From an optimization exercise on the open Yosys and OpenROAD flow, aimed at small area and a short achievable clock period; shortcuts taken in it are not production practice. In this exercise RTL edits were held to simulation tests only and were not proved equivalent to the original. Power and IR drop assume default switching activity.

**run.sh**
```bash
#!/bin/bash
# synth_recipe.tcl (not shown) runs the flow's synth.tcl, then flattens the netlist and writes it again
# the make line also repeats each setting of config.mk as NAME=value (left out here)
make -C /OpenROAD-flow-scripts/flow DESIGN_CONFIG=/design/flow/config.mk WORK_HOME=/design/flow/orfs CLKGATE_MAP_FILE= SYNTH_SCRIPT=/design/flow/synth_recipe.tcl finish
```
**config.mk**
```make
export PLATFORM = sky130hd
export DESIGN_NAME = if_stage
export DESIGN_NICKNAME = if_stage
export VERILOG_FILES = /design/flow/design.v
export SDC_FILE = /design/flow/constraint.sdc
export NUM_CORES = 4
export LEC_CHECK = 0
export CAP_MARGIN = 20
export CORE_MARGIN = 2
export CORE_UTILIZATION = 40
export SETUP_SLACK_MARGIN = 0.1
export SLEW_MARGIN = 20
```
**constraint.sdc**
```tcl
create_clock -name core_clock -period 6.0 [get_ports {clk}]
set_input_delay 1.2000 -clock core_clock [delete_from_list [all_inputs] [get_ports {clk}]]
set_output_delay 1.2000 -clock core_clock [all_outputs]
set_load 0.01 [all_outputs]
```
**design.v**
```verilog
module if_stage #(
    parameter int unsigned BTB_IDX_BITS = 4,
    parameter logic [31:0] RESET_PC     = 32'h0000_0000,
    parameter logic [31:0] NOP_INST     = 32'h0000_0013
) (
    input  logic        clk,
    input  logic        reset,
    input  logic        stall,
    input  logic        flush,
    input  logic [31:0] redirect_pc,
    input  logic        upd_valid,
    input  logic [31:0] upd_pc,
    input  logic        upd_taken,
    input  logic [31:0] upd_target,
    output logic [31:0] imem_addr,
    input  logic [31:0] imem_inst,
    output logic [31:0] if_id_inst,
    output logic [31:0] if_id_pc,
    output logic        if_id_valid,
    output logic        if_id_pred_taken,
    output logic [31:0] if_id_pred_target
);
    localparam int unsigned ENTRIES = 1 << BTB_IDX_BITS;
    localparam int unsigned TAG_W   = 30 - BTB_IDX_BITS;
    logic [31:0] pc_q, pc_d;
    logic [31:0] inst_q, inst_d;
    logic [31:0] id_pc_q, id_pc_d;
    logic        valid_q, valid_d;
    logic        pt_q, pt_d;
    logic [31:0] ptgt_q, ptgt_d;
    logic [ENTRIES-1:0] btb_v_q, btb_v_d;
    logic [ENTRIES-1:0][TAG_W-1:0] btb_tag_q, btb_tag_d;
    logic [ENTRIES-1:0][31:0]      btb_tgt_q, btb_tgt_d;
    logic [ENTRIES-1:0][1:0]       btb_ctr_q, btb_ctr_d;
    logic [BTB_IDX_BITS-1:0] idx, uidx;
    logic                    hit, uhit, pred_taken;
    logic [31:0]             pred_next;
    logic [1:0]              uctr;
    logic                    unused_upd_lsb;
    assign unused_upd_lsb = ^upd_pc[1:0];
    assign idx        = pc_q[BTB_IDX_BITS+1:2];
    assign hit        = btb_v_q[idx] && (btb_tag_q[idx] == pc_q[31:BTB_IDX_BITS+2]);
    assign pred_taken = hit && btb_ctr_q[idx][1];
    assign pred_next  = pred_taken ? btb_tgt_q[idx] : pc_q + 32'd4;
    assign uidx = upd_pc[BTB_IDX_BITS+1:2];
    assign uhit = btb_v_q[uidx] && (btb_tag_q[uidx] == upd_pc[31:BTB_IDX_BITS+2]);
    assign uctr = btb_ctr_q[uidx];
    always_comb begin
        pc_d    = pc_q;
        inst_d  = inst_q;
        id_pc_d = id_pc_q;
        valid_d = valid_q;
        pt_d    = pt_q;
        ptgt_d  = ptgt_q;
        if (flush) begin
            pc_d    = redirect_pc;
            inst_d  = NOP_INST;
            id_pc_d = 32'd0;
            valid_d = 1'b0;
            pt_d    = 1'b0;
            ptgt_d  = 32'd0;
        end else if (!stall) begin
            pc_d    = pred_next;
            inst_d  = imem_inst;
            id_pc_d = pc_q;
            valid_d = 1'b1;
            pt_d    = pred_taken;
            ptgt_d  = pred_next;
        end
    end
    always_comb begin
        btb_v_d   = btb_v_q;
        btb_tag_d = btb_tag_q;
        btb_tgt_d = btb_tgt_q;
        btb_ctr_d = btb_ctr_q;
        if (upd_valid && uhit) begin
            btb_tgt_d[uidx] = upd_taken ? upd_target : btb_tgt_q[uidx];
            btb_ctr_d[uidx] = upd_taken ? ((uctr == 2'd3) ? 2'd3 : uctr + 2'd1)
                                        : ((uctr == 2'd0) ? 2'd0 : uctr - 2'd1);
        end else if (upd_valid && upd_taken) begin
            btb_v_d[uidx]   = 1'b1;
            btb_tag_d[uidx] = upd_pc[31:BTB_IDX_BITS+2];
            btb_tgt_d[uidx] = upd_target;
            btb_ctr_d[uidx] = 2'b10;
        end
    end
    always_ff @(posedge clk) begin
        if (reset) begin
            pc_q    <= RESET_PC;
            inst_q  <= NOP_INST;
            id_pc_q <= 32'd0;
            valid_q <= 1'b0;
            pt_q    <= 1'b0;
            ptgt_q  <= 32'd0;
            btb_v_q <= '0;
        end else begin
            pc_q    <= pc_d;
            inst_q  <= inst_d;
            id_pc_q <= id_pc_d;
            valid_q <= valid_d;
            pt_q    <= pt_d;
            ptgt_q  <= ptgt_d;
            btb_v_q <= btb_v_d;
        end
    end
    always_ff @(posedge clk) begin
        btb_tag_q <= btb_tag_d;
        btb_tgt_q <= btb_tgt_d;
        btb_ctr_q <= btb_ctr_d;
    end
    assign imem_addr         = pc_q;
    assign if_id_inst        = inst_q;
    assign if_id_pc          = id_pc_q;
    assign if_id_valid       = valid_q;
    assign if_id_pred_taken  = pt_q;
    assign if_id_pred_target = ptgt_q;
endmodule
```
==> results of run 1 <==
==> flip-flops by register name, summed over array words and instances, names as in the netlist <==
signal     cells
pc_q          32
ptgt_q        32
id_pc_q       32
pt_q           1
valid_q        1
btb_tgt_q    512
btb_tag_q    416
btb_ctr_q     32
btb_v_q       16
inst_q        32
==> cells by family after synthesis <==
| family | after synthesis | share of synthesized area, % |
|---|---|---|
| compound gates | 1695 | 15.27 |
| simple gates | 1598 | 9.944 |
| flops | 1106 | 47.73 |
| mux | 808 | 21.96 |
| buf+inv | 565 | 3.423 |
| xor+xnor | 91 | 1.221 |
| fa+ha+maj | 24 | 0.4551 |
==> cell usage in the layout, fill, tap and decap left out, drive strengths merged, types with 41 or more instances in the layout <==
cell           Yosys  routed
nand2           1081    1081
a21oi             72      72
nor2             233     233
clkdlybuf4s50      0     257
clkbuf           382     167
o21ai           1083    1083
edfxtp           960     960
nand3             92      92
xnor2             63      63
mux2i            250     250
buf              144     871
mux2              41      41
mux4             517     517
dfxtp            146     146
a22oi            151     151
nor3              49      49
inv               37      42
o221ai            88      88
clkinv             2      57
==> worst register-to-register path: stages (launching register included) <==
cell and delay, ns:
dfxtp_4 0.68, buf_4 0.53, buf_4 0.67, mux4_2 0.41
mux2i_1 0.21, xor2_1 0.17, nand3_1 0.09, o21ai_1 0.32
buf_4 0.25, nor4b_1 0.25, nand4_1 0.20, buf_12 0.24
mux2i_1 0.60, o21ai_0 0.16
==> through the flow <==
stage / cell area [um^2] / worst slack (ns) / setup TNS [ns]
floorplan: 66660 / -4.316 / -3056.58
global placement: 78240 / -0.3277 / -13.90
detailed placement: 78240 / -0.3590 / -12.82
CTS: 82550 / 0.4815 / 0
global route: 82560 / 0.1737 / 0
finish: 82590 / 0.3451 / 0
==> where the power goes <==
| group | switching, mW | internal (mW) | leakage (nW) | total, mW |
|---|---|---|---|---|
| Clock | 3.65 | 4.54 | 2.09 | 8.19 |
| Sequential | 0.478 | 8.98 | 10.2 | 9.46 |
| Combinational | 5.63 | 3.07 | 17.7 | 8.69 |
==> final timing paths <==
check | end | startpoint | cells after the start | slack (ns)
setup / recovery | btb_tag_q[78]$_DFFE_PP_ | upd_pc[4] | 21 | 0.35
hold / removal | ptgt_q[1]$_SDFFE_PP0N_ | ptgt_q[1]$_SDFFE_PP0N_ | 2 | 0.45
setup reg to reg | ptgt_q[5]$_SDFFE_PP0N_ | pc_q[3]$_SDFFE_PP0P_ | 13 | 1.07
hold reg to reg | ptgt_q[1]$_SDFFE_PP0N_ | ptgt_q[1]$_SDFFE_PP0N_ | 2 | 0.45
==> per-layer routing <==
layer / vias to the layer above / track usage [%] / share of wire (%)
li1: 24406 / - / -
met1: 30546 / 52.96 / 36
met2: 5094 / 56.94 / 41
met3: 1054 / 15.28 / 15
met4: 28 / 26.31 / 8.0
met5: - / 0 / 0.054
==> layout make-up <==
class,instances,area (um^2)
inverter,39,157.7
fill,14824,82400
antenna,14,35.03
clock buffer,167,3531
tap,2189,2739
timing repair buffer,1128,10780
sequential,1106,31760
multi-input combinational,4216,32810
clock inverter,72,778.2
==> notes.md, run 1 <==
The clock-pin slew reported for the worst setup and hold paths after clock tree synthesis is 0.06 ns. The overall via count from detail_route came out at 61128. The count of buffer and inverter cells on the critical path is 7. The remaining max-slew budget at the tightest pin came out at 14.53%.

For the pin with the worst max-slew slack, the measured transition is 1.276 ns. The post-synthesis instance area is 66530 um^2. The share of the Yosys chip area taken by registers is 47.73%. Setup repair after global routing left no endpoint under its margin. Synthesis inferred 1106 register bits. The effective utilization at floorplan is 40.32%. The clock tree from TritonCTS is yes.

The type of element capturing the critical path is a register. For this block, the initial DRC count from the detailed router was 10399. The final wirelength is 350.7 mm. The clock latency on the worst-skew pair came out at 0.82 ns. The worst hold slack came out at 0.4467 ns. The number of setup buffers added after CTS is 0. The fmax came out at 0.1768 GHz. The total area inside the core boundary comes to 165000 um^2. The count of nets after finishing is 6779. The highest fanout seen on the critical path is 9.

The library cell contributing the largest single delay on the critical path is a31oi_1. Ranked by total cell area, the synthesized netlist is headed by edfxtp_1, mux4_2, nand2_1. The largest area contributor in the synthesized netlist is edfxtp_1.

The minimum period implied by the final worst setup slack came out at 5.655 ns. Power spread over the standard cell area amounts to 319.0 nW/um^2. The static leakage came out at 30.05 nW. The number of antenna violations at the first check in global routing came out at 34. The critical path arrival came out at 6.28 ns. The routed wirelength normalized by instance count came out at 39.27 um. Of the cells placed in the final design, the portion with a size suffix greater than 1 is 25.22%. The most common cell in the synthesized netlist is nand2_1. The number of global-route vias before repair came out at 57145. The number of hold violations in the final report came out at 0.

On the worst path, the slowest cell contributes a delay of 0.91 ns. The number of pins with negative max-slew slack in the final report came out at 0. Port buffering added 261 buffers. The HPWL after detailed placement came out at 252.4 mm. The worst-case IR drop observed on VDD is 0.3133 mV. The critical path goes through clkdlybuf4s50_1 -> buf_4 -> inv_6 -> ha_1 -> ha_1 -> inv_1 -> fa_1 -> or3b_2 -> nor2_1 -> nand2_1 -> nor2_1 -> ha_1 -> buf_12 -> inv_1 -> nand2_1 -> nor2_1 -> buf_12 -> a32o_1 -> a31oi_1 -> o21ai_0 -> nand3_1. After synthesis, the mean cell area works out to 11.30 um^2. The die height came out at 411.8 um. The clock tree synthesis step divided the H-tree into 4 levels. The final standard cell utilization of the core is 50.06%. The hold buffer count at CTS came out at 0.

The commonest cells after synthesis are nand2_1, edfxtp_1, o21ai_0. The mean number of vias per cell came out at 6.844. The clock sink total came out at 1106. For the worst setup path, the data required time is 6.63 ns.

The run finished with no timing, DRC or antenna violations. Clock tree synthesis selected as its root buffer the cell clkbuf_16. The all-layer global routing usage is 40.79%.

The post-route DRC violation count is 0. For the final database, setup skew stands at 0.04921 ns. The overall die area is 169600 um^2.

Counting every net in the synthesized netlist gives 6043. In this run the worst hold path is classified as register to register. The maximum number of pins on one net before global-route repair is 101. The total of cells resized after clock tree synthesis is 0. The proportion of synthesized flip-flops having asynchronous set or reset is 0%. The die span in x is 411.8 um. The worst setup path is launched from a primary input.

The placer's final routability congestion estimate is 1.150. Global routing finished with a remaining overflow of 0. The wire length of the first global-routing pass is 476.9 mm. The number of enable flip-flop cells after synthesis is 960. The top-area cell type share of the netlist area is 43.33%. The critical path is of the primary input to register type. The maximum root-to-sink buffer count is 3. The number of setup violations in the final report is 0.

On the critical path the largest part of the delay comes from compound AO/OA/AOI/OAI gates. Buffers inserted during clock tree synthesis total 132. The portion of the clock cycle consumed by the worst path in the final layout came out at 94.25%. The number of max-cap violations came out at 0. In this run the count of I/O pins placed on the die edge is 264. The remaining number of nets flagged by the antenna check after routing came out at 0. The length of the first detailed-routing pass in iterations came out at 10. Synthesis produced a netlist whose cell count is 5887. The filler-free cell count of the finished design came out at 8931. The post-synthesis cell type count came out at 85.

The sum of internal, switching and leakage power is 26.34 mW. The floorplan has 149 rows. The number of synthesis warnings came out at 1. The cell count after placement came out at 8678. The synthesis-to-layout area growth is 24.15%.

The predominant post-synthesis flop cell is edfxtp_1.
==> run 2: changes to the inputs <==
==> design.v (replaced) <==
module if_stage #(
    parameter int unsigned BTB_IDX_BITS = 4,
    parameter logic [31:0] RESET_PC     = 32'h0000_0000,
    parameter logic [31:0] NOP_INST     = 32'h0000_0013
) (
    input  logic        clk,
    input  logic        reset,
    input  logic        stall,
    input  logic        flush,
    input  logic [31:0] redirect_pc,
    input  logic        upd_valid,
    input  logic [31:0] upd_pc,
    input  logic        upd_taken,
    input  logic [31:0] upd_target,
    output logic [31:0] imem_addr,
    input  logic [31:0] imem_inst,
    output logic [31:0] if_id_inst,
    output logic [31:0] if_id_pc,
    output logic        if_id_valid,
    output logic        if_id_pred_taken,
    output logic [31:0] if_id_pred_target
);
    localparam int unsigned ENTRIES = 1 << BTB_IDX_BITS;
    localparam int unsigned TAG_W   = 30 - BTB_IDX_BITS;
    logic [31:0] pc_q;
    logic [31:0] inst_q;
    logic [31:0] id_pc_q;
    logic        valid_q;
    logic        pt_q;
    logic [31:0] ptgt_q;
    logic [ENTRIES-1:0]            btb_v_q;
    logic [ENTRIES-1:0][TAG_W-1:0] btb_tag_q;
    logic [ENTRIES-1:0][31:0]      btb_tgt_q;
    logic [ENTRIES-1:0][1:0]       btb_ctr_q;
    logic [BTB_IDX_BITS-1:0] idx, uidx;
    logic [ENTRIES-1:0]      lhit_e, uhit_e, usel;
    logic                    pred_taken;
    logic [31:0]             tgt_rd, pc_inc, pred_next;
    logic                    unused_upd_lsb;
    assign unused_upd_lsb = ^upd_pc[1:0];
    assign idx  = pc_q[BTB_IDX_BITS+1:2];
    assign uidx = upd_pc[BTB_IDX_BITS+1:2];
    always_comb begin
        for (int e = 0; e < ENTRIES; e++) begin
            lhit_e[e] = btb_v_q[e] && btb_ctr_q[e][1] && (btb_tag_q[e] == pc_q[31:BTB_IDX_BITS+2]);
            uhit_e[e] = btb_v_q[e] && (btb_tag_q[e] == upd_pc[31:BTB_IDX_BITS+2]);
            usel[e]   = upd_valid && (uidx == e[BTB_IDX_BITS-1:0]);
        end
    end
    assign pred_taken = lhit_e[idx];
    assign tgt_rd     = btb_tgt_q[idx];
    assign pc_inc     = pc_q + 32'd4;
    assign pred_next  = pred_taken ? tgt_rd : pc_inc;
    always_ff @(posedge clk) begin
        if (reset) begin
            pc_q    <= RESET_PC;
            inst_q  <= NOP_INST;
            id_pc_q <= 32'd0;
            valid_q <= 1'b0;
            pt_q    <= 1'b0;
            ptgt_q  <= 32'd0;
        end else if (flush) begin
            pc_q    <= redirect_pc;
            inst_q  <= NOP_INST;
            id_pc_q <= 32'd0;
            valid_q <= 1'b0;
            pt_q    <= 1'b0;
            ptgt_q  <= 32'd0;
        end else if (!stall) begin
            pc_q    <= pred_next;
            inst_q  <= imem_inst;
            id_pc_q <= pc_q;
            valid_q <= 1'b1;
            pt_q    <= pred_taken;
            ptgt_q  <= pred_next;
        end
    end
    always_ff @(posedge clk) begin
        for (int e = 0; e < ENTRIES; e++) begin
            if (reset)
                btb_v_q[e] <= 1'b0;
            else if (usel[e] && upd_taken)
                btb_v_q[e] <= 1'b1;
        end
    end
    always_ff @(posedge clk) begin
        for (int e = 0; e < ENTRIES; e++) begin
            if (usel[e] && upd_taken) begin
                btb_tag_q[e] <= upd_pc[31:BTB_IDX_BITS+2];
                btb_tgt_q[e] <= upd_target;
            end
            if (usel[e]) begin
                if (uhit_e[e]) begin
                    if (upd_taken) begin
                        if (btb_ctr_q[e] != 2'd3) btb_ctr_q[e] <= btb_ctr_q[e] + 2'd1;
                    end else begin
                        if (btb_ctr_q[e] != 2'd0) btb_ctr_q[e] <= btb_ctr_q[e] - 2'd1;
                    end
                end else if (upd_taken) begin
                    btb_ctr_q[e] <= 2'b10;
                end
            end
        end
    end
    assign imem_addr         = pc_q;
    assign if_id_inst        = inst_q;
    assign if_id_pc          = id_pc_q;
    assign if_id_valid       = valid_q;
    assign if_id_pred_taken  = pt_q;
    assign if_id_pred_target = ptgt_q;
endmodule
==> run 2 against run 1 <==
Clock skew up 0.0099 ns. Worst hold slack better by 0.0051 ns. Sequential share of layout area up 16 points. Via count down 51%. Worst setup slack better by 1.1 ns. Synthesized cell count down 45%. Area after synthesis down 26%. First-iteration DRC count down 68%. Still clean on timing, DRC and antenna. Die area down 25%. Sequential power down 7.7%. Critical path depth down 10. Wire length down 55%. Largest cell class is now sequential cells.
==> notes.md, run 2 <==
The clock latency on the worst-skew pair is 0.75 ns. The post-synthesis instance area is 49460 um^2. The hold buffer count at CTS came out at 0. Counting flops per register, the top entry is btb_tgt_q. TritonCTS built the clock tree. The final wirelength is 157.7 mm. Sorting the synthesized cells by area gives the leading types as edfxtp_1, xnor2_1, mux4_2.

The total core area is 123200 um^2. The data required time of the critical path is 6.59 ns. The critical path in this run is classified as register to register. The portion of the clock cycle consumed by the worst path in the final layout came out at 75.22%.

The run finished with no timing, DRC or antenna violations. The slew at the pin with the worst max-slew slack came out at 1.137 ns. The clock sink total came out at 1106. Ranked by instance count, the synthesized netlist is headed by edfxtp_1, xnor2_1, xor2_1. The all-layer global routing usage came out at 24.61%.

After detailed placement, the design holds a cell count of 5066. The CTS buffer count is 118. In this run the static leakage power is 18.81 nW. Before antenna repair, the detailed router went through 5 iterations. The endpoint identified for the worst register-to-register timing path is pc_q[2]$_SDFFE_PP0P_. Clock-pin slew was measured on the worst setup and hold paths at 0.06 ns.

Based on the critical path, the design can be clocked at up to 0.2216 GHz. The number of rows created at floorplan came out at 129. The synthesis-to-layout area growth is 17.90%. For this design the ratio of total power to cell area is 305.0 nW/um^2. The buffers inserted during post-CTS setup optimization came out at 0. Setup total negative slack on the finished layout was measured at 0 ns. The largest registers in the layout are btb_tgt_q (512), btb_tag_q (416). The die span in x is 355.7 um.

The number of max-cap violations came out at 0. The synthesized design contains 960 enable-type register cells. The number of port buffers came out at 261. The number of flip-flops in the largest register came out at 512. The violation count after the first detailed-routing iteration came out at 3317. At the end of routability-driven placement, the weighted congestion stood at 0.8602. The worst register-to-register path begins at pc_q[11]$_SDFFE_PP0P_. The predominant post-synthesis flop cell is edfxtp_1.

The number of pins with negative max-slew slack in the final report came out at 0. In the layout the commonest cells are edfxtp_1, xnor2_1, xor2_1. The filler-free cell count of the finished design came out at 5293. Of all nets on the critical path, the largest fanout is 34. The post-synthesis cell type count came out at 50.

After synthesis, the share of flip-flops with an asynchronous set or reset is 0%. The worst hold path begins at ptgt_q[10]$_SDFFE_PP0N_. The maximum number of pins on one net before global-route repair is 96. The global-route congestion overflow total came out at 0.

Synthesis inferred 1106 register bits. The tightest min-delay check is of the register to register type. After the last flow step, the layout net total stands at 3684. The cell count of the worst hold path came out at 2. The tree is rooted in a clkbuf_16.

edfxtp_1 takes more of the synthesized area than any other cell. The number of hold violations in the final report is 0. The top-level port count came out at 264. STA classifies the critical path startpoint as a register. The maximum level of the CTS H-tree came out at 3. The overall via count from detail_route came out at 29912. The sequential area share after synthesis came out at 64.19%. The remaining number of nets flagged by the antenna check after routing is 0.

The fraction of final layout cells sized beyond drive strength 1 is 15.93%. The die height came out at 355.7 um. The HPWL after detailed placement is 100.3 mm. The maximum root-to-sink buffer count came out at 3. The number of global-route vias before repair was 29415. The minimum setup slack among reg-to-reg paths is 1.49 ns. Leaving out fill and tap cells, the most frequent cell in the layout is edfxtp_1.

The overall die area is 126500 um^2. The net count after synthesis came out at 3349. The number of antenna violations at the first check in global routing is 11. The most frequent cell after synthesis is edfxtp_1. The cell count after synthesis came out at 3214. Averaged over all synthesized cells, the footprint is 15.39 um^2.

The post-route DRC violation count is 0. The clock tree skew after final layout is 0.05906 ns. The share of synthesized area in the top cell type comes to 58.28%.

The worst pin sits at a relative slew slack of 24.19%. The critical path arrival came out at 5.10 ns. The routed wirelength normalized by instance count came out at 29.79 um.

Setup repair after global routing left no endpoint under its margin. The first global-routing pass estimated 220.8 mm of wire. The effective utilization at floorplan is 40.17%.

For this run, the number of Yosys warnings is 1. The maximum ir drop on the vdd rail came out at 0.2610 mV. For this run, the share of the core covered by cells in the final layout is 47.35%. The mean number of vias per cell came out at 5.651. Once the clock tree was built, the resizer swapped 0 gates to a different size. The worst hold path endpoint is ptgt_q[10]$_SDFFE_PP0N_. The minimum period implied by the final worst setup slack came out at 4.513 ns.

The worst reg2reg path depth is 11. The number of setup violations in the final report is 0. The worst setup path is captured at a register.
run 2: worst max path at each step:
stage                                startpoint                           to  slack, ns  depth (start not counted)
final                     pc_q[11]$_SDFFE_PP0P_         pc_q[2]$_SDFFE_PP0P_       1.49                         11
after global routing      pc_q[11]$_SDFFE_PP0P_         pc_q[2]$_SDFFE_PP0P_       1.48                         11
after CTS                  pc_q[2]$_SDFFE_PP0P_                 imem_addr[2]       1.70                          2
after detailed placement             upd_pc[23]  btb_ctr_q[24]$_SDFFCE_PN0P_       1.50                          7
after global placement               upd_pc[23]  btb_ctr_q[24]$_SDFFCE_PN0P_       1.57                          7
after floorplan                       upd_taken     btb_tag_q[234]$_DFFE_PP_       1.41                          3
run 2: logic make-up after synthesis:
| family | synth area share, % |
|---|---|
| DFF | 64.19 |
| xor gates and xnor gates | 15.79 |
| and+or+nand+nor | 6.561 |
| muxes | 9.152 |
| buffers and inverters | 2.378 |
| AOI/OAI and AO/OA | 1.902 |
| adders and majority gates | 0.02529 |
run 2: final cells by class:
class                      instances  area (um^2)
multi-input combinational       1904        16670
sequential                      1106        31800
inverter                           9        33.78
clock inverter                    70        733.2
antenna                            2        5.005
clock buffer                     155         3217
timing repair buffer             410         3814
tap                             1637         2048
fill                           10598        64830
run 2: worst max-delay path, cell delays in order, from the launching register on:
cell and delay [ns]:
dfxtp_2 0.84, buf_4 0.48, xor2_1 0.13, nor4_1 0.30
nand4_1 0.15, o22ai_1 0.70, o22ai_2 0.28, nor2_4 0.25
mux2i_4 0.08, buf_4 0.36, mux2i_1 0.52, o21ai_0 0.20
run 2: stage by stage:
stage                     hold slack [ns]  setup WS, ns  power (mW)  cell area (um^2)
after global placement             0.4358         1.574       10.54             54360
after global routing               0.4765         1.476       18.26             58320
after floorplan                    0.4622         1.406       9.739             49460
after detailed placement           0.4397         1.500       10.54             54360
after CTS                          0.4537         1.705       17.88             58310
final                              0.4518         1.487       17.79             58320
run 2: metal layers:
metal  global-route usage [%]  vias to the layer above  wire length [um]
met5                        0                        -                80
met4                    6.051                       12              3819
met3                    4.896                      229             13310
met2                    38.62                     1345             72500
met1                    35.16                    15612             67980
li1                         -                    12714                 -
run 2: power breakdown:
group          switching, mW  internal (mW)
logic                  0.945          0.718
clock network           3.14           4.26
registers              0.261           8.47
total                   4.34           13.4
==> run 3: changes to the inputs <==
--- a/config.mk
+++ b/config.mk
@@ -7,6 +7,6 @@
 export LEC_CHECK = 0
 export CAP_MARGIN = 20
 export CORE_MARGIN = 2
-export CORE_UTILIZATION = 40
-export SETUP_SLACK_MARGIN = 0.1
+export CORE_UTILIZATION = 55
+export SETUP_SLACK_MARGIN = 3.5
 export SLEW_MARGIN = 20
==> run 3 against run 2 <==
Utilization is 27 points higher. Highest routed layer unchanged. Register-to-register slack better by 1.5 ns. Critical path type unchanged. Fmax is 49% higher. Clock power hardly changed. Critical endpoint is now pc_q[14]$_SDFFE_PP0P_. Combinational power is 64% higher. Worst hold slack worse by 0.0017 ns. Sequential power is 2% lower. Synthesized cell count stayed put. Sequential share of layout area is 6.3 points lower. Cell area is 13% higher. Non-clock buffer count is 406 higher.
==> notes.md, run 3 <==
For this design the ratio of total power to cell area is 282.3 nW/um^2. Leaving out fill and tap cells, the most frequent cells in the layout are edfxtp_1, xnor2_1, xor2_1. The placer's final routability congestion estimate is 0.9103. The post-synthesis cell type count came out at 50. The number of antenna violations at the first check in global routing is 3. The maximum number of pins on one net before global-route repair came out at 66. Ranked by instance count, the synthesized netlist is headed by edfxtp_1, xnor2_1, xor2_1. The cell count after synthesis is 3214. Setup violations remaining at the end of the flow were counted as 0. Summing every instance area after synthesis gives 49460 um^2.

The maximum level of the CTS H-tree is 3. The tool flagged a number of max-cap violations equal to 0. Global routing finished with a remaining overflow of 0.

The count of nets after finishing came out at 4096. The critical path arrival is 3.61 ns. The die span in x came out at 303.9 um. Setup repair after global routing could not meet its margin everywhere.

The number of flip-flops in the largest register is 512. The largest area contributor in the synthesized netlist is edfxtp_1. The overall die area is 92350 um^2. The critical path's largest stage delay is 0.39 ns. The most frequent cell after synthesis is edfxtp_1. Yosys attributes the largest share of cell area to edfxtp_1, xnor2_1, mux4_2. The multiplexer share of the synthesized area is 9.152%.

The multi-input gate area in the final layout is 19340 um^2. The routed wirelength normalized by instance count is 34.48 um. The worst reg2reg path depth is 14. In the final timing run, aggregate negative setup slack is 0 ns. The slew at the pin with the worst max-slew slack came out at 1.090 ns. The most flop-heavy register is btb_tgt_q. In this run the remaining antenna-violating nets after routing total 0. Relative to the synthesized area, the layout overhead comes to 33.68%.

The HPWL after detailed placement is 94.71 mm. The cell count of the worst hold path is 2. The number of enable flip-flop cells after synthesis came out at 960. The post-synthesis share of cell area spent on xor and xnor gates is 15.79%.

The number of rows created at floorplan is 109. Cells fill 74.48% of the core in the end. The portion of the clock cycle consumed by the worst path in the final layout came out at 50.65%. TritonCTS built the clock tree. The most common library cell in the layout ignoring fill and taps is edfxtp_1.

The arithmetic-cell share of the synthesized area counting full adders, half adders and majority gates came out at 0.02529%. The net count after synthesis is 3349. The first TritonRoute pass finished after 6 iterations.

In the final layout, the registers with the most flip-flops are btb_tgt_q (512), btb_tag_q (416). The clock sink total came out at 1106. The number of fillers in the final layout came out at 5327.

The clock-pin slew reported for the worst setup and hold paths after clock tree synthesis is 0.06 ns. On the critical path, the stage with the largest delay is an instance of dfxtp_4. The total core area is 88780 um^2. The critical path is of the register to register type.

For this run, design rule violations remaining after detail routing come to 0. During I/O placement, the number of pins put on the boundary was 264. The final wirelength came out at 180.3 mm. The worst setup path is captured at a register. The cell that appears most often on the critical path is buf_12. The flow ran to the end and the layout has no timing, DRC or antenna violations. By area, the combinational part of the netlist is dominated by XOR/XNOR gates. The clock passes through at most 3 buffers. Between clock sinks in the finished design, the worst skew comes to 0.04123 ns.

The number of port buffers came out at 261. The top-area cell type share of the netlist area came out at 58.28%. The violation count after the first detailed-routing iteration is 4567.

The data required time of the critical path came out at 6.57 ns. The fmax is 0.3290 GHz. The signal on the critical path passes through buf_12 -> buf_4 -> xor2_1 -> nor4_2 -> nand4_1 -> o21ai_2 -> o211ai_2 -> o31ai_4 -> buf_12 -> mux2i_4 -> buf_12 -> buf_16 -> mux2i_4 -> o21ai_1. The number of global-route vias before repair is 33036. The clock latency on the worst-skew pair came out at 0.73 ns. The fraction of final layout cells sized beyond drive strength 1 is 35.98%. The wire length of the first global-routing pass came out at 249.3 mm. The number of synthesis warnings is 1.

Summing the areas of all compound-gate instances in the mapped netlist gives 1.902% of the synthesized area. The CTS buffer count is 114. The worst hold path belongs to the class register to register. The highest fanout seen on the critical path came out at 8.

The remaining max-slew budget at the tightest pin is 27.24%. The worst setup path is launched from a register. The register bit count reported by yosys came out at 1106.

The static leakage came out at 23.25 nW. The mean post-synth cell area came out at 15.39 um^2. The hold buffer count at CTS came out at 0. In the synthesized netlist the async set-or-reset flop fraction comes to 0%. Among all flip-flop cells after synthesis, the most frequent one is edfxtp_1. The number of hold violations in the final report came to 0.

The worst-case IR drop observed on VDD is 0.3453 mV. The simple-gate portion of the synthesized area is 6.561%. The overall via count from detail_route is 33740. The number of pins with negative max-slew slack in the final report was 0. The sequential area share after synthesis came out at 64.19%. The root buffer cell chosen for the clock tree is clkbuf_16.

Once the floorplan was initialized, standard cells occupied 55.71% of the core. The die is 303.9 um tall. The mean number of vias per cell is 6.451. The all-layer global routing usage is 38.49%. The sequential cell area in the final layout came out at 31900 um^2. The minimum period implied by the final worst setup slack is 3.039 ns.
[run 3: changes by cell type in the layout (fill, tap and decap cells not counted), sizes merged, moves of 3 or more]
cell           before  now
nor2              132  142
bufbuf              0   18
clkdlybuf4s15       0   11
clkbuf            155  170
dlygate4sd2         0    3
clkinv             53   40
buf               178  678
clkdlybuf4s50     232   98
[run 3: critical path: cells and delay by family (launching register included)]
family,cells,cell delay (ns)
muxes,2,0.34
and+or+nand+nor,2,0.54
buffers and inverters,5,0.83
AOI/OAI and AO/OA,4,0.58
DFF,1,0.39
xor gates and xnor gates,1,0.19
[run 3: final timing paths]
kind	from	to	slack, ns
worst min-delay path	ptgt_q[19]$_SDFFE_PP0N_	ptgt_q[19]$_SDFFE_PP0N_	0.45
worst max register to register	pc_q[14]$_SDFFE_PP0P_	pc_q[14]$_SDFFE_PP0P_	2.96
worst min register to register	ptgt_q[19]$_SDFFE_PP0N_	ptgt_q[19]$_SDFFE_PP0N_	0.45
worst max-delay path	pc_q[14]$_SDFFE_PP0P_	pc_q[14]$_SDFFE_PP0P_	2.96
[run 3: repair_timing]
action,CTS,global route
setup buffers,345,57
gates cloned,34,1
pin swaps,109,93
gates resized for setup,1096,191
endpoints found under the setup margin,1253,374
[run 3: area by class of cell]
cell class	count	area share, %
Antenna cell	2	0.007569
Inverter	9	0.05677
Tap cell	1165	2.204
Clock inverter	56	0.9764
Timing Repair Buffer	816	14.33
Multi-Input combinational cell	1914	29.25
Clock buffer	162	4.927
Sequential cell	1106	48.25
[run 3: kinds of logic after synthesis]
family                     Yosys count
AOI/OAI and AO/OA                  150
xor gates and xnor gates           892
adders and majority gates            1
buffers and inverters              204
DFF                               1106
muxes                              251
and+or+nand+nor                    610
[run 3: per-stage QoR]
stage	power (mW)	setup WS, ns	cell area (um^2)	hold slack (ns)	std cells
global placement	10.52	1.657	54210	0.4382	4573
floorplan	9.814	2.892	50710	0.4622	3214
detailed placement	10.54	1.625	54210	0.4406	4573
CTS	18.51	3.044	64870	0.4541	5170
global route	19.05	2.911	66120	0.4796	5229
finish	18.67	2.961	66120	0.4501	5230
[run 3: per-layer routing]
layer  global-route usage, %  vias to the layer above  wire (um)
li1                        -                    13612          -
met4                   20.44                        4      12340
met2                   60.37                     2334      82920
met5                       0                        -         27
met3                   7.034                      557      19320
met1                   51.64                    17233      65710
[run 3: where the power goes]
| group | internal (mW) | switching [mW] |
|---|---|---|
| combinational | 1.30 | 1.43 |
| clock | 4.23 | 3.12 |
| sequential | 8.47 | 0.108 |
==> run 4: changes to the inputs <==
--- a/config.mk
+++ b/config.mk
@@ -7,6 +7,6 @@
 export LEC_CHECK = 0
 export CAP_MARGIN = 20
 export CORE_MARGIN = 2
-export CORE_UTILIZATION = 55
-export SETUP_SLACK_MARGIN = 3.5
+export CORE_UTILIZATION = 60
+export SETUP_SLACK_MARGIN = 4.2
 export SLEW_MARGIN = 20
==> run 4 against run 3 <==
Still clean. Clock power shrank 1%. Global-route usage grew 8.2 points. Utilization grew 12 points. Non-clock buffer count grew 217. First-iteration DRC count grew 53%. Cell count grew 2.3%. Critical path depth shrank 3. Clock skew shrank 0.0072 ns. Critical path type unchanged.
==> notes.md, run 4 <==
The number of pins with negative max-slew slack in the final report came out at 0. The most frequent cell after synthesis is edfxtp_1. STA classifies the critical path startpoint as a register.

The overall die area came out at 84750 um^2. The CTS buffer count came out at 111. For this run, design rule violations remaining after detail routing come to 0.

The total power density per cell area came out at 265.1 nW/um^2. The sequential area share after synthesis is 64.19%. The minimum period implied by the final worst setup slack came out at 3.522 ns. The worst setup path is captured at a register. On the final layout, the worst hold slack is 0.4675 ns.

The clock tree skew after final layout is 0.03404 ns. The fraction of final layout cells sized beyond drive strength 1 is 41.05%. The number of antenna violations at the first check in global routing is 14. The start of the worst register-to-register path is pc_q[18]$_SDFFE_PP0P_. Setup repair after global routing could not meet its margin everywhere.

The first global-routing pass estimated 274.2 mm of wire. The maximum number of pins on one net before global-route repair is 79. The maximum root-to-sink buffer count came out at 3. The maximum level of the CTS H-tree is 3. The netlist uses 50 different library cells. The synthesis-to-layout area growth is 43.74%. The number of global-route vias before repair is 36164. After detailed routing, the number of vias per cell comes to 7.144. The count of nets after finishing came out at 4311.

The library cells used most frequently in the layout, excluding fill and tap cells, are edfxtp_1, xnor2_1, xor2_1. The final wirelength is 220.8 mm. On the worst path, the slowest cell contributes a delay of 0.49 ns. The commonest cells after synthesis are edfxtp_1, xnor2_1, xor2_1.

The number of enable flip-flop cells after synthesis came out at 960. The floorplan step set the die width to 291.1 um. The endpoint identified for the worst register-to-register timing path is ptgt_q[24]$_SDFFE_PP0N_. The critical path arrival came out at 4.11 ns. The all-layer global routing usage came out at 46.69%. The mean post-synth cell area came out at 15.39 um^2. The count of buffer and inverter cells on the critical path is 3. The number of gates on the worst path with buffers counted came out at 11. CTS placed an instance of clkbuf_16 at the clock tree root.

Along the worst path, the maximum fanout reaches 8. The most common library cell in the layout ignoring fill and taps is edfxtp_1. The portion of the clock cycle consumed by the worst path in the final layout is 58.69%. The minimum setup slack among reg-to-reg paths came out at 2.48 ns. The final standard cell utilization of the core is 86.87%. The worst hold path endpoint is valid_q$_SDFFE_PP0N_. The number of flip-flops in the largest register is 512. The die height is 291.1 um. The worst min-delay path category is register to register. The number of rows created at floorplan is 105.

The clock sink total is 1106. The violation count after the first detailed-routing iteration came out at 6996. Including well taps, the total number of placed cells is 4476. The largest registers in the layout are btb_tgt_q (512), btb_tag_q (416). The maximum ir drop on the vdd rail came out at 0.3022 mV. The overall via count from detail_route came out at 38226. The sum of internal, switching and leakage power came out at 18.85 mW. The total core area is 81850 um^2.

Counting every instance in the synthesized netlist gives 3214. The worst reg2reg path depth came out at 11. The fmax came out at 0.2840 GHz.

The post-synthesis instance area came out at 49460 um^2. The register bit count reported by yosys came out at 1106. The library cell contributing the largest single delay on the critical path is dfxtp_4. After synthesis, the share of flip-flops with an asynchronous set or reset is 0%. The filler-free cell count of the finished design came out at 5351. The detail route stage leaves a number of antenna-violating nets equal to 0.

Registers take 32000 um^2. The most flop-heavy register is btb_tgt_q. In this run the most critical hold path is launched from valid_q$_SDFFE_PP0N_. The flow ran to the end and the layout has no timing, DRC or antenna violations. 264 I/O pins were placed. For this design the static power due to leakage is 25.28 nW. The cell count of the worst hold path is 1.

The hold buffer count at CTS is 0. The number of synthesis warnings came out at 1. OpenSTA, run right after detailed placement, puts the worst setup slack at 1.788 ns. The critical path goes through buf_4 -> xor2_1 -> nor4_1 -> a41o_2 -> a31oi_4 -> o31ai_4 -> mux2i_4 -> buf_12 -> buf_16 -> mux2i_4 -> o21ai_1. For the worst setup path, the data required time is 6.58 ns. Counting every net in the synthesized netlist gives 3349.

The largest area contributor in the synthesized netlist is edfxtp_1. The number of max-cap violations is 0. Of the post-synthesis cell area, the dominant cell type holds 58.28%. The filler cells instantiated in the layout total 3310. In the post-route analysis, the smallest setup slack over all paths is 2.478 ns.

Summing all non-filler instances in the final layout gives an area of 71100 um^2. The most used flip-flop cell after synthesis is edfxtp_1. Yosys attributes the largest share of cell area to edfxtp_1, xnor2_1, mux4_2.

The cell that appears most often on the critical path is mux2i_4. The remaining max-slew budget at the tightest pin is 33.22%. The critical path is of the register to register type. Clock-pin slew was measured on the worst setup and hold paths at 0.07 ns. The post-place instance area is 54020 um^2. The HPWL after detailed placement came out at 93.12 mm. The placer's final routability congestion estimate came out at 0.9028. The length of the first detailed-routing pass in iterations is 6.

TritonCTS built the clock tree. The kind of cell with the highest combined delay along the critical path is compound AO/OA/AOI/OAI gates. The number of hold violations in the final report is 0. The multi-input gate area in the final layout came out at 19480 um^2.

The later pin in the worst-skew pair is clocked with a latency of 0.73 ns. Setup violations remaining at the end of the flow were counted as 0. The global-route congestion overflow total is 0.

The number of port buffers came out at 261. The setup TNS is 0 ns. The slew at the pin with the worst max-slew slack came out at 0.9981 ns.

The effective utilization at floorplan is 60.44%. The routed wirelength normalized by instance count is 41.27 um.
## run 4: cell counts after synthesis
No cell type changed its count.
## run 4: worst max-delay path by stage
| stage | start | endpoint |
|---|---|---|
| after detailed placement | upd_pc[5] | btb_tgt_q[382]$_DFFE_PP_ |
| after global placement | upd_pc[5] | btb_tgt_q[382]$_DFFE_PP_ |
| after floorplan | upd_pc[30] | btb_ctr_q[26]$_SDFFCE_PN0P_ |
| after CTS | pc_q[20]$_SDFFE_PP0P_ | pc_q[17]$_SDFFE_PP0P_ |
| final | pc_q[18]$_SDFFE_PP0P_ | ptgt_q[24]$_SDFFE_PP0N_ |
| after global routing | pc_q[2]$_SDFFE_PP0P_ | ptgt_q[24]$_SDFFE_PP0N_ |
## run 4: logic make-up (layout without fill, tap and decap cells)
| kind of cell | Yosys count | count (layout) | share of synthesized area [%] |
|---|---|---|---|
| fa+ha+maj | 1 | 1 | 0.02529 |
| flops | 1106 | 1106 | 64.19 |
| compound gates | 150 | 150 | 1.902 |
| simple gates | 610 | 621 | 6.561 |
| mux | 251 | 251 | 9.152 |
| other cells | 0 | 8 | 0 |
| xor+xnor | 892 | 892 | 15.79 |
| buf+inv | 204 | 1252 | 2.378 |
## run 4: report_power, final
group / internal (mW) / leakage, nW / switching (mW)
clock network: 4.03 / 1.83 / 3.23
logic: 1.38 / 13.5 / 1.62
registers: 8.47 / 9.96 / 0.122
total: 13.9 / 25.3 / 4.97
## run 4: area by class of cell
class,instances,area share (%)
clock buffer,158,4.443
inverter,9,0.05807
tap,1070,1.883
antenna,8,0.02816
sequential,1106,45.00
multi-input combinational,1915,27.40
timing repair buffer,1033,20.41
clock inverter,52,0.7778
## run 4: repair_timing
action	4_1_cts	5_1_grt
setup buffers	453	83
gates cloned	79	42
setup endpoints to repair	1268	1213
hold endpoints to repair	0	0
pin swaps	113	106
resized for setup	1623	222
## run 4: worst reg2reg max path, stage by stage (launching register included)
cell and delay [ns]:
dfxtp_4 0.49, buf_4 0.27, xor2_1 0.11, nor4_1 0.44, a41o_2 0.43, a31oi_4 0.09
o31ai_4 0.48, mux2i_4 0.14, buf_12 0.18, buf_16 0.19, mux2i_4 0.45, o21ai_1 0.11
## run 4: layer usage
layer / routed length, um / share of wire, % / track usage, %
met5: 83 / 0.038 / 0
met4: 24200 / 11 / 35.98
met3: 36880 / 17 / 15.27
met2: 93520 / 42 / 68.82
met1: 66140 / 30 / 57.36
==> run 5: changes to the inputs <==
--- a/design.v
+++ b/design.v
@@ -33,7 +33,8 @@
     logic [ENTRIES-1:0][31:0]      btb_tgt_q;
     logic [ENTRIES-1:0][1:0]       btb_ctr_q;
     logic [BTB_IDX_BITS-1:0] idx, uidx;
-    logic [ENTRIES-1:0]      lhit_e, uhit_e, usel;
+    logic [ENTRIES-1:0]      usel;
+    logic                    uhit;
     logic                    pred_taken;
     logic [31:0]             tgt_rd, pc_inc, pred_next;
     logic                    unused_upd_lsb;
@@ -42,12 +43,11 @@
     assign uidx = upd_pc[BTB_IDX_BITS+1:2];
     always_comb begin
         for (int e = 0; e < ENTRIES; e++) begin
-            lhit_e[e] = btb_v_q[e] && btb_ctr_q[e][1] && (btb_tag_q[e] == pc_q[31:BTB_IDX_BITS+2]);
-            uhit_e[e] = btb_v_q[e] && (btb_tag_q[e] == upd_pc[31:BTB_IDX_BITS+2]);
             usel[e]   = upd_valid && (uidx == e[BTB_IDX_BITS-1:0]);
         end
     end
-    assign pred_taken = lhit_e[idx];
+    assign uhit = btb_v_q[uidx] && (btb_tag_q[uidx] == upd_pc[31:BTB_IDX_BITS+2]);
+    assign pred_taken = btb_v_q[idx] && btb_ctr_q[idx][1] && (btb_tag_q[idx] == pc_q[31:BTB_IDX_BITS+2]);
     assign tgt_rd     = btb_tgt_q[idx];
     assign pc_inc     = pc_q + 32'd4;
     assign pred_next  = pred_taken ? tgt_rd : pc_inc;
@@ -90,7 +90,7 @@
                 btb_tgt_q[e] <= upd_target;
             end
             if (usel[e]) begin
-                if (uhit_e[e]) begin
+                if (uhit) begin
                     if (upd_taken) begin
                         if (btb_ctr_q[e] != 2'd3) btb_ctr_q[e] <= btb_ctr_q[e] + 2'd1;
                     end else begin
--- a/config.mk
+++ b/config.mk
@@ -7,6 +7,6 @@
 export LEC_CHECK = 0
 export CAP_MARGIN = 20
 export CORE_MARGIN = 2
-export CORE_UTILIZATION = 60
-export SETUP_SLACK_MARGIN = 4.2
+export CORE_UTILIZATION = 55
+export SETUP_SLACK_MARGIN = 3.5
 export SLEW_MARGIN = 20
==> run 5 against run 4 <==
Sequential cell count unchanged. Wire length shrank 30%. Worst setup slack lost 0.47 ns. Fmax fell by 12%. Register-to-register slack worse by 0.32 ns. Critical path type is now primary input to register. Critical endpoint is now btb_ctr_q[23]$_SDFFCE_PN1P_. Largest power group unchanged.
==> notes.md, run 5 <==
The flow ran to the end and the layout has no timing, DRC or antenna violations. The tree built by TritonCTS fans out to 1106 sinks. For this run, the register share of the synthesized area comes to 66.90%. After detailed routing, the average wire length per cell comes to 34.99 um. The clock tree skew after final layout came out at 0.01704 ns.

The number of rows created at floorplan came out at 107. In this design, the critical path's most frequently occurring cell is buf_12. The maximum root-to-sink buffer count is 3. The remaining max-slew budget at the tightest pin came out at 39.44%.

The final wirelength is 153.9 mm. Global routing consumed, over all layers together, 33.98% of the routing resources. The die covers 88660 um^2. The tree is rooted in a clkbuf_16. At the later pin of the worst-skew pair, clock insertion delay measures 0.70 ns. The number of setup violations in the final report came out at 0. The congestion estimate from routability-driven global placement came to 0.8699. The routed layout has 29570 vias.

The fraction of final layout cells sized beyond drive strength 1 is 35.49%. The global routing stage identified its most utilized layer as met2. The final layout contains 3286 nets. The mean post-synth cell area came out at 17.94 um^2.

Global routing used 48.24% of the available met1 tracks. The number of max-cap violations came out at 0. btb_tgt_q holds more flip-flops than any other register. The largest registers in the layout are btb_tgt_q (512), btb_tag_q (416). The worst path setup slack after routing is 2.008 ns. The effective utilization at floorplan came out at 55.65%. The path class of the tightest hold or removal check is register to register. Synthesis instantiated 69 different standard cells from the library. The largest family of logic cells by synthesized area is multiplexers. The global-route congestion overflow total came out at 0. The maximum number of pins on one net before global-route repair came out at 64. The arithmetic-cell share of the synthesized area counting full adders, half adders and majority gates is 0.02636%. The area fraction in compound gates after synthesis is 3.580%.

For this run, the number of Yosys warnings is 1. The library cell used most frequently in the layout, excluding fill and tap cells, is edfxtp_1. The number of antenna violations at the first check in global routing is 4. The setup TNS came out at 0 ns. The worst setup path is captured at a register.

The synthesized netlist devotes 1.901% of its cell area to XOR and XNOR gates. The die span in x came out at 297.8 um. In the synthesized netlist, mux cells make up 21.35% of the area. The critical path arrival is 4.38 ns.

The violation count after the first detailed-routing iteration is 3902. The top-level port count came out at 264. The met2 routing resource usage after global routing came out at 53.56%. The clock-pin slew reported for the worst setup and hold paths after clock tree synthesis is 0.06 ns. The number of port buffers is 261.

The worst setup path is launched from a primary input. After filler insertion, the fill cell instance count of the layout stands at 5401. Detailed placement ended at an HPWL of 80.01 mm. The mean number of vias per cell is 6.722. The region available for standard cell placement spans 85280 um^2. The top cell types in the final layout, fill and taps aside, are edfxtp_1, mux4_2, mux2i_1.

The number of global-route vias before repair came out at 29103. The number of hold violations in the final report is 0. Counting instances in the post-synthesis netlist gives the leading cell types as edfxtp_1, mux4_2, mux2i_1. The highest fanout seen on the critical path came out at 33. In this run the remaining antenna-violating nets after routing total 0. The CTS buffer count is 113. The top-area cell type share of the netlist area is 60.74%. Of all flip-flops after synthesis, the portion carrying an async set or reset was 0%. The maximum ir drop on the vdd rail came out at 0.2382 mV.

Measured along the y axis, the die boundary spans 297.8 um. The critical path class is primary input to register. The data required time of the critical path came out at 6.39 ns. The minimum period implied by the final worst setup slack came out at 3.992 ns. The largest single stage delay on the critical path is 0.64 ns.

The synthesis-to-layout area growth came out at 27.30%. The largest area contributor in the synthesized netlist is edfxtp_1. For met3 alone, demand over resource in global routing was 6.826%.

The clock tree from TritonCTS is yes. The total power density per cell area came out at 296.3 nW/um^2. For the pin with the worst max-slew slack, the measured transition is 0.9084 ns. The net count after synthesis came out at 2781. The length of the first detailed-routing pass in iterations is 7. After detailed routing, the number of remaining DRC violations is 0. The number of enable flip-flop cells after synthesis is 960. The first global-routing pass estimated 213.0 mm of wire. The H-tree generated during clock tree synthesis spans 3 levels. The predominant post-synthesis flop cell is edfxtp_1. The number of flip-flops in the largest register is 512. For this design, the slowest cell found on the critical path is or4_4. At the placement stage, the worst setup path has a slack of 0.5144 ns. In this run the static leakage power is 20.50 nW. Ranked by total cell area, the synthesized netlist is headed by edfxtp_1, mux4_2, dfxtp_1.

On the final layout, the worst hold slack is 0.4490 ns. Counting flops and latches in the post-synthesis netlist gives 1106. The fmax is 0.2505 GHz. The simple-gate portion of the synthesized area is 4.313%.

Among all cell types in the netlist, the one instantiated most often is edfxtp_1. The hold buffer count at CTS came out at 0. After layout, the worst path uses 66.53% of the clock period. The cell count after synthesis came out at 2646. The number of pins with negative max-slew slack in the final report came out at 0. Summing every instance area after synthesis gives 47460 um^2.

Setup repair after global routing could not meet its margin everywhere. Summing internal, switching and leakage power gives 17.90 mW. The signal on the critical path passes through buf_12 -> buf_12 -> mux4_2 -> mux2i_1 -> o21ai_0 -> o31ai_1 -> nand4_1 -> or4_4 -> buf_12 -> clkbuf_16 -> o21bai_4 -> a21oi_2.
-- run 5: logic make-up (layout without fill, tap and decap cells) --
family | Yosys count | after routing
buf+inv | 194 | 800
other cells | 0 | 3
xor+xnor | 103 | 103
simple gates | 445 | 445
mux | 564 | 564
flops | 1106 | 1106
fa+ha+maj | 1 | 1
compound gates | 233 | 233
-- run 5: where the power goes --
group / leakage (nW) / internal [mW] / switching [mW]
Combinational: 8.64 / 0.879 / 0.975
Clock: 1.93 / 4.48 / 3.05
Sequential: 9.92 / 8.45 / 0.0605
Total: 20.5 / 13.8 / 4.09
-- run 5: worst max-delay path: cells and delay by family --
kind / cells / cell delay (ns)
compound gates: 4 / 0.75
buf+inv: 4 / 0.78
mux: 2 / 0.74
simple gates: 2 / 0.86
-- run 5: layout make-up --
class | instances | area, um^2 | share of cell area [%]
Sequential cell | 1106 | 31890 | 52.78
Multi-Input combinational cell | 1346 | 15930 | 26.37
Timing Repair Buffer | 573 | 7094 | 11.74
Clock buffer | 143 | 3012 | 4.985
Tap cell | 1144 | 1431 | 2.369
Clock inverter | 73 | 999.7 | 1.655
Inverter | 11 | 53.80 | 0.08905
Antenna cell | 3 | 7.507 | 0.01243
-- run 5: layer usage --
layer / up-vias / wire [um]
met1: 15568 / 59270
met5: - / 13
met4: 2 / 5057
li1: 11798 / -
met3: 264 / 17370
met2: 1938 / 72210
-- run 5: path summary, 6_finish.rpt --
kind / start / end / slack, ns / depth (start not counted)
worst max-delay path: upd_pc[5] / btb_ctr_q[23]$_SDFFCE_PN1P_ / 2.01 / 12
worst min-delay path: ptgt_q[2]$_SDFFE_PP0N_ / ptgt_q[2]$_SDFFE_PP0N_ / 0.45 / 2
worst max register to register: pc_q[2]$_SDFFE_PP0P_ / pc_q[3]$_SDFFE_PP0P_ / 2.16 / 14
worst min register to register: ptgt_q[2]$_SDFFE_PP0N_ / ptgt_q[2]$_SDFFE_PP0N_ / 0.45 / 2
-- run 5: metrics by stage --
stage | cell area (um^2) | cells | util (%)
after detailed placement | 51910 | 3961 | 60.87
after CTS | 59410 | 4345 | 69.66
after floorplan | 48050 | 2646 | -
after global routing | 60420 | 4398 | 70.84
final | 60420 | 4399 | 70.85
after global placement | 51910 | 3961 | 60.87
-- run 5: timing repair --
item	4_1_cts	5_1_grt
setup endpoints to repair	1203	317
hold endpoints to repair	0	0
pin swaps	25	18
resized for setup	656	133
setup buffers	135	33
cloned	33	18
==> run 6: changes to the inputs <==
--- a/design.v
+++ b/design.v
@@ -33,46 +33,46 @@
     logic [ENTRIES-1:0][31:0]      btb_tgt_q;
     logic [ENTRIES-1:0][1:0]       btb_ctr_q;
     logic [BTB_IDX_BITS-1:0] idx, uidx;
-    logic [ENTRIES-1:0]      usel;
-    logic                    uhit;
+    logic [ENTRIES-1:0]      lhit_e, uhit_e, usel;
     logic                    pred_taken;
-    logic [31:0]             tgt_rd, pc_inc, pred_next;
+    logic [31:0]             tgt_rd, pc_inc;
     logic                    unused_upd_lsb;
     assign unused_upd_lsb = ^upd_pc[1:0];
     assign idx  = pc_q[BTB_IDX_BITS+1:2];
     assign uidx = upd_pc[BTB_IDX_BITS+1:2];
     always_comb begin
         for (int e = 0; e < ENTRIES; e++) begin
+            lhit_e[e] = btb_v_q[e] && btb_ctr_q[e][1] && (btb_tag_q[e] == pc_q[31:BTB_IDX_BITS+2]);
+            uhit_e[e] = btb_v_q[e] && (btb_tag_q[e] == upd_pc[31:BTB_IDX_BITS+2]);
             usel[e]   = upd_valid && (uidx == e[BTB_IDX_BITS-1:0]);
         end
     end
-    assign uhit = btb_v_q[uidx] && (btb_tag_q[uidx] == upd_pc[31:BTB_IDX_BITS+2]);
-    assign pred_taken = btb_v_q[idx] && btb_ctr_q[idx][1] && (btb_tag_q[idx] == pc_q[31:BTB_IDX_BITS+2]);
+    assign pred_taken = lhit_e[idx];
     assign tgt_rd     = btb_tgt_q[idx];
     assign pc_inc     = pc_q + 32'd4;
-    assign pred_next  = pred_taken ? tgt_rd : pc_inc;
+    logic        adv, clr;
+    logic [31:0] pc_hold, ptgt_hold;
+    logic [31:0] pc_tk, pc_nt, ptgt_tk, ptgt_nt;
+    assign clr       = reset || flush;
+    assign adv       = !clr && !stall;
+    assign pc_hold   = reset ? RESET_PC : (flush ? redirect_pc : pc_q);
+    assign ptgt_hold = clr ? 32'd0 : ptgt_q;
+    assign pc_tk     = adv ? tgt_rd : pc_hold;
+    assign pc_nt     = adv ? pc_inc : pc_hold;
+    assign ptgt_tk   = adv ? tgt_rd : ptgt_hold;
+    assign ptgt_nt   = adv ? pc_inc : ptgt_hold;
     always_ff @(posedge clk) begin
-        if (reset) begin
-            pc_q    <= RESET_PC;
+        pc_q    <= pred_taken ? pc_tk : pc_nt;
+        ptgt_q  <= pred_taken ? ptgt_tk : ptgt_nt;
+        pt_q    <= adv ? pred_taken : (!clr && pt_q);
+        if (clr) begin
             inst_q  <= NOP_INST;
             id_pc_q <= 32'd0;
             valid_q <= 1'b0;
-            pt_q    <= 1'b0;
-            ptgt_q  <= 32'd0;
-        end else if (flush) begin
-            pc_q    <= redirect_pc;
-            inst_q  <= NOP_INST;
-            id_pc_q <= 32'd0;
-            valid_q <= 1'b0;
-            pt_q    <= 1'b0;
-            ptgt_q  <= 32'd0;
         end else if (!stall) begin
-            pc_q    <= pred_next;
             inst_q  <= imem_inst;
             id_pc_q <= pc_q;
             valid_q <= 1'b1;
-            pt_q    <= pred_taken;
-            ptgt_q  <= pred_next;
         end
     end
     always_ff @(posedge clk) begin
@@ -90,7 +90,7 @@
                 btb_tgt_q[e] <= upd_target;
             end
             if (usel[e]) begin
-                if (uhit) begin
+                if (uhit_e[e]) begin
                     if (upd_taken) begin
                         if (btb_ctr_q[e] != 2'd3) btb_ctr_q[e] <= btb_ctr_q[e] + 2'd1;
                     end else begin
==> run 6 against run 5 <==
Fmax increased by 34%. Critical path type is now register to register. Clock power decreased by 2.7%. Cell area increased by 4.5%. Worst setup slack improved by 1.0 ns. Highest routed layer unchanged. Worst hold slack improved by 0.0087 ns.
==> notes.md, run 6 <==
In the synthesized netlist the dominant register cell turns out to be edfxtp_1. The worst path setup slack after routing came out at 3.014 ns. The synthesis-to-layout area growth is 28.34%.

The signal on the critical path passes through buf_4 -> xnor2_1 -> nand4_1 -> or4_4 -> nor3_4 -> o22ai_4 -> a211oi_4 -> buf_6 -> buf_12 -> buf_16 -> o21ai_4 -> o211ai_1. The critical path arrival came out at 3.58 ns. In the final layout, the registers with the most flip-flops are btb_tgt_q (512), btb_tag_q (416). The hold buffer count at CTS is 0.

In this run, distinct cell masters in the synthesized netlist total 49. The number of port buffers is 261. The remaining max-slew budget at the tightest pin is 35.55%.

The portion of the clock cycle consumed by the worst path in the final layout is 49.77%. The clock-pin slew reported for the worst setup and hold paths after clock tree synthesis is 0.06 ns. The die span in x came out at 303.1 um. Clock skew on the completed layout was measured at 0.03592 ns. The first TritonRoute pass finished after 8 iterations. The register with the most flip-flops in the final layout is btb_tgt_q. The post-synthesis instance area came out at 49200 um^2. The routed wirelength normalized by instance count came out at 35.66 um. The wire length of the first global-routing pass came out at 245.3 mm.

The number of global-route vias before repair is 32276. The global-route congestion overflow total is 0. The clock latency on the worst-skew pair came out at 0.73 ns. The fraction of final layout cells sized beyond drive strength 1 is 32.04%. The most frequent cell after synthesis is edfxtp_1. The register with the most flip-flops in the layout has 512 of them. The critical path in this run is classified as register to register.

Counting instances in the post-synthesis netlist gives the leading cell types as edfxtp_1, xnor2_1, xor2_1. The routed design has 181.2 mm of wire. VDD sags by at most 0.2669 mV.

The critical path's largest stage delay is 0.50 ns. Of all nets on the critical path, the largest fanout is 7. The die height is 303.1 um. Counting the buffers created by CTS gives 114. STA classifies the critical path endpoint as a register. The root buffer cell chosen for the clock tree is clkbuf_16. The number of setup violations in the final report is 0. The overall die area came out at 91860 um^2. The startpoint type of the worst setup path is a register. The top-level port count came out at 264.

The static leakage is 21.46 nW. The number of fillers in the final layout is 5735. The mean post-synth cell area came out at 15.51 um^2.

The clock tree synthesis step divided the H-tree into 3 levels. The number of synthesis warnings came out at 1. The number of hold violations in the final report came out at 0. Entering global routing, the biggest net connects 60 pins. edfxtp_1 takes more of the synthesized area than any other cell. After technology mapping, the gate count stands at 3172.

The HPWL after detailed placement is 96.64 mm. The register bit count reported by yosys came out at 1106. The data required time of the critical path is 6.60 ns. Setup repair after global routing could not meet its margin everywhere. The net count of the finished layout is 3945. The number of max-cap violations came out at 0. The number of antenna violations at the first check in global routing is 9. The total power density per cell area is 293.6 nW/um^2. The net count after synthesis is 3307. The total core area came out at 88510 um^2.

The routed layout has 33342 vias. The fmax is 0.3349 GHz. Leaving out fill and tap cells, the most frequent cell in the layout is edfxtp_1. The setup TNS came out at 0 ns. The worst min-delay path category is register to register. The count of buffer and inverter cells on the critical path came out at 4.

After synthesis, the share of flip-flops with an asynchronous set or reset is 0%. The largest individual stage delay along the critical path comes from the cell dfxtp_4. The placer's final routability congestion estimate came out at 0.9093. The all-layer global routing usage came out at 38.79%. The clock tree from TritonCTS is yes. The minimum period implied by the final worst setup slack is 2.986 ns. The maximum root-to-sink buffer count is 3. The effective utilization at floorplan is 55.58%. The worst slack after detailed placement came out at 1.541 ns.

The floorplan has 109 rows. The post-route DRC violation count is 0. Using the TritonRoute via totals, the vias-per-cell ratio works out to 6.563.

The top-area cell type share of the netlist area came out at 58.72%. The violation count after the first detailed-routing iteration came out at 4483. The run finished with no timing, DRC or antenna violations. The synthesized design contains 962 enable-type register cells. The clock drives 1106 sinks.

The minimum setup slack among reg-to-reg paths came out at 3.01 ns. On the critical path the largest part of the delay comes from simple AND/OR/NAND/NOR gates. After synthesis, the cell types taking the most area are edfxtp_1, xnor2_1, mux4_2.

The number of pins with negative max-slew slack in the final report was 0. In the layout the commonest cells are edfxtp_1, xnor2_1, xor2_1. The remaining number of nets flagged by the antenna check after routing came out at 0. For the pin with the worst max-slew slack, the measured transition is 0.9668 ns. The sequential area share after synthesis is 64.58%.
-- run 6: cell count changes after synthesis, moves of 27 or more --
| cell | change |
|---|---|
| nor4_1 | +80 |
| clkbuf_1 | -32 |
| xnor2_1 | +535 |
| nor2_1 | -110 |
| a22o_1 | +50 |
| mux2i_1 | -188 |
| xor2_1 | +254 |
| o21ai_1 | +27 |
| nand4_1 | +153 |
| o211ai_1 | +57 |
| mux4_2 | -197 |
-- run 6: worst paths after layout --
kind,from,end,cells after the start
setup / recovery,pc_q[23]$_DFF_P_,pc_q[2]$_DFF_P_,12
hold / removal,pt_q$_DFF_P_,pt_q$_DFF_P_,2
setup reg to reg,pc_q[23]$_DFF_P_,pc_q[2]$_DFF_P_,12
hold reg to reg,pt_q$_DFF_P_,pt_q$_DFF_P_,2
-- run 6: per-stage QoR --
step / utilization (%) / power [mW] / instance area, um^2 / hold slack, ns / std cells
2_1_floorplan: - / 9.851 / 49490 / 0.4536 / 3172
3_3_place_gp: 60.50 / 10.68 / 53550 / 0.4435 / 4541
3_5_place_dp: 60.50 / 10.70 / 53550 / 0.4520 / 4541
4_1_cts: 69.80 / 18.37 / 61780 / 0.4628 / 5017
5_1_grt: 71.33 / 18.92 / 63140 / 0.4753 / 5079
6_report: 71.34 / 18.54 / 63140 / 0.4576 / 5080
-- run 6: kinds of logic (layout without fill, tap and decap cells) --
| group | after synthesis | in the layout | synth area share (%) |
|---|---|---|---|
| AOI/OAI and AO/OA | 212 | 214 | 3.044 |
| xor gates and xnor gates | 892 | 892 | 15.88 |
| other | 0 | 4 | 0 |
| DFF | 1106 | 1106 | 64.58 |
| muxes | 188 | 188 | 7.960 |
| adders and majority gates | 1 | 1 | 0.02543 |
| buffers and inverters | 205 | 931 | 2.279 |
| and+or+nand+nor | 568 | 579 | 6.236 |
-- run 6: power breakdown --
| group | leakage (nW) | switching [mW] | total (mW) | internal (mW) |
|---|---|---|---|---|
| sequential | 9.94 | 0.117 | 8.60 | 8.48 |
| clock | 1.88 | 3.11 | 7.33 | 4.22 |
| combinational | 9.65 | 1.44 | 2.61 | 1.17 |
| total | 21.5 | 4.66 | 18.5 | 13.9 |
-- run 6: worst register-to-register path: cells and delay by family (launching register included) --
kind	cells	cell delay, ns
compound gates	4	0.71
xor+xnor	1	0.13
simple gates	3	0.91
buf+inv	4	0.63
flops	1	0.50
-- run 6: timing repair --
item / 4_1_cts / 5_1_grt
pin swaps: 100 / 72
endpoints found under the setup margin: 1260 / 195
setup buffers: 237 / 52
gates cloned: 22 / 7
hold endpoints to repair: 0 / 0
gates resized for setup: 994 / 179
-- run 6: layout make-up --
type	instances	area (um^2)	area share (%)
Antenna cell	4	10.01	0.01585
Clock buffer	157	3204	5.075
Clock inverter	60	681.9	1.080
Inverter	9	33.78	0.05350
Multi-Input combinational cell	1874	18010	28.52
Sequential cell	1106	31930	50.57
Tap cell	1165	1458	2.309
Timing Repair Buffer	705	7816	12.38
-- run 6: routing by layer --
layer  global-route usage (%)  routed length, um  part of all wire (%)
met5                        0                234                  0.13
met4                    21.33              12670                   7.0
met3                    8.378              20050                    11
met2                    60.22              82650                    46
met1                    51.34              65570                    36

## port drivers added, routing unchanged
No port has a modelled driver above. Below, the same layouts with a new extraction and two added sets of constraints.
Step 1, drivers: a clkbuf_16 drives clk and a buf_2 each remaining input, both assumed.
Step 2 adds t to the input delays and takes it off the output delays; t is the mean of the earliest and latest rising clock arrival at the registers after step 1. Input paths then give back, and output paths get back, about the clock's delay inside the block.
Slacks: no drivers / after step 1 / after step 2; pairs: no drivers / after step 1.
| run | t, ns | setup WS [ns] | worst setup path at the end | pins driven straight from the clock port |
|---|---|---|---|---|
| run 1 | 0.887 | 0.345 / 0.410 / -0.478 | input to register | 1 |
| run 2 | 0.792 | 1.487 / 1.487 / 1.441 | input to register | 1 |
| run 3 | 0.786 | 2.961 / 2.961 / 2.352 | input to register | 1 |
| run 4 | 0.791 | 2.478 / 2.478 / 1.973 | input to register | 1 |
| run 5 | 0.760 | 2.008 / 1.697 / 0.938 | input to register | 1 |
| run 6 | 0.778 | 3.014 / 3.014 / 2.363 | input to register | 1 |
Met with ideal ports but missed after step 2: setup timing in run 1. The setup slack of run 5, which loses most, moves by -0.311 ns with the drivers and by -1.070 ns with both steps.
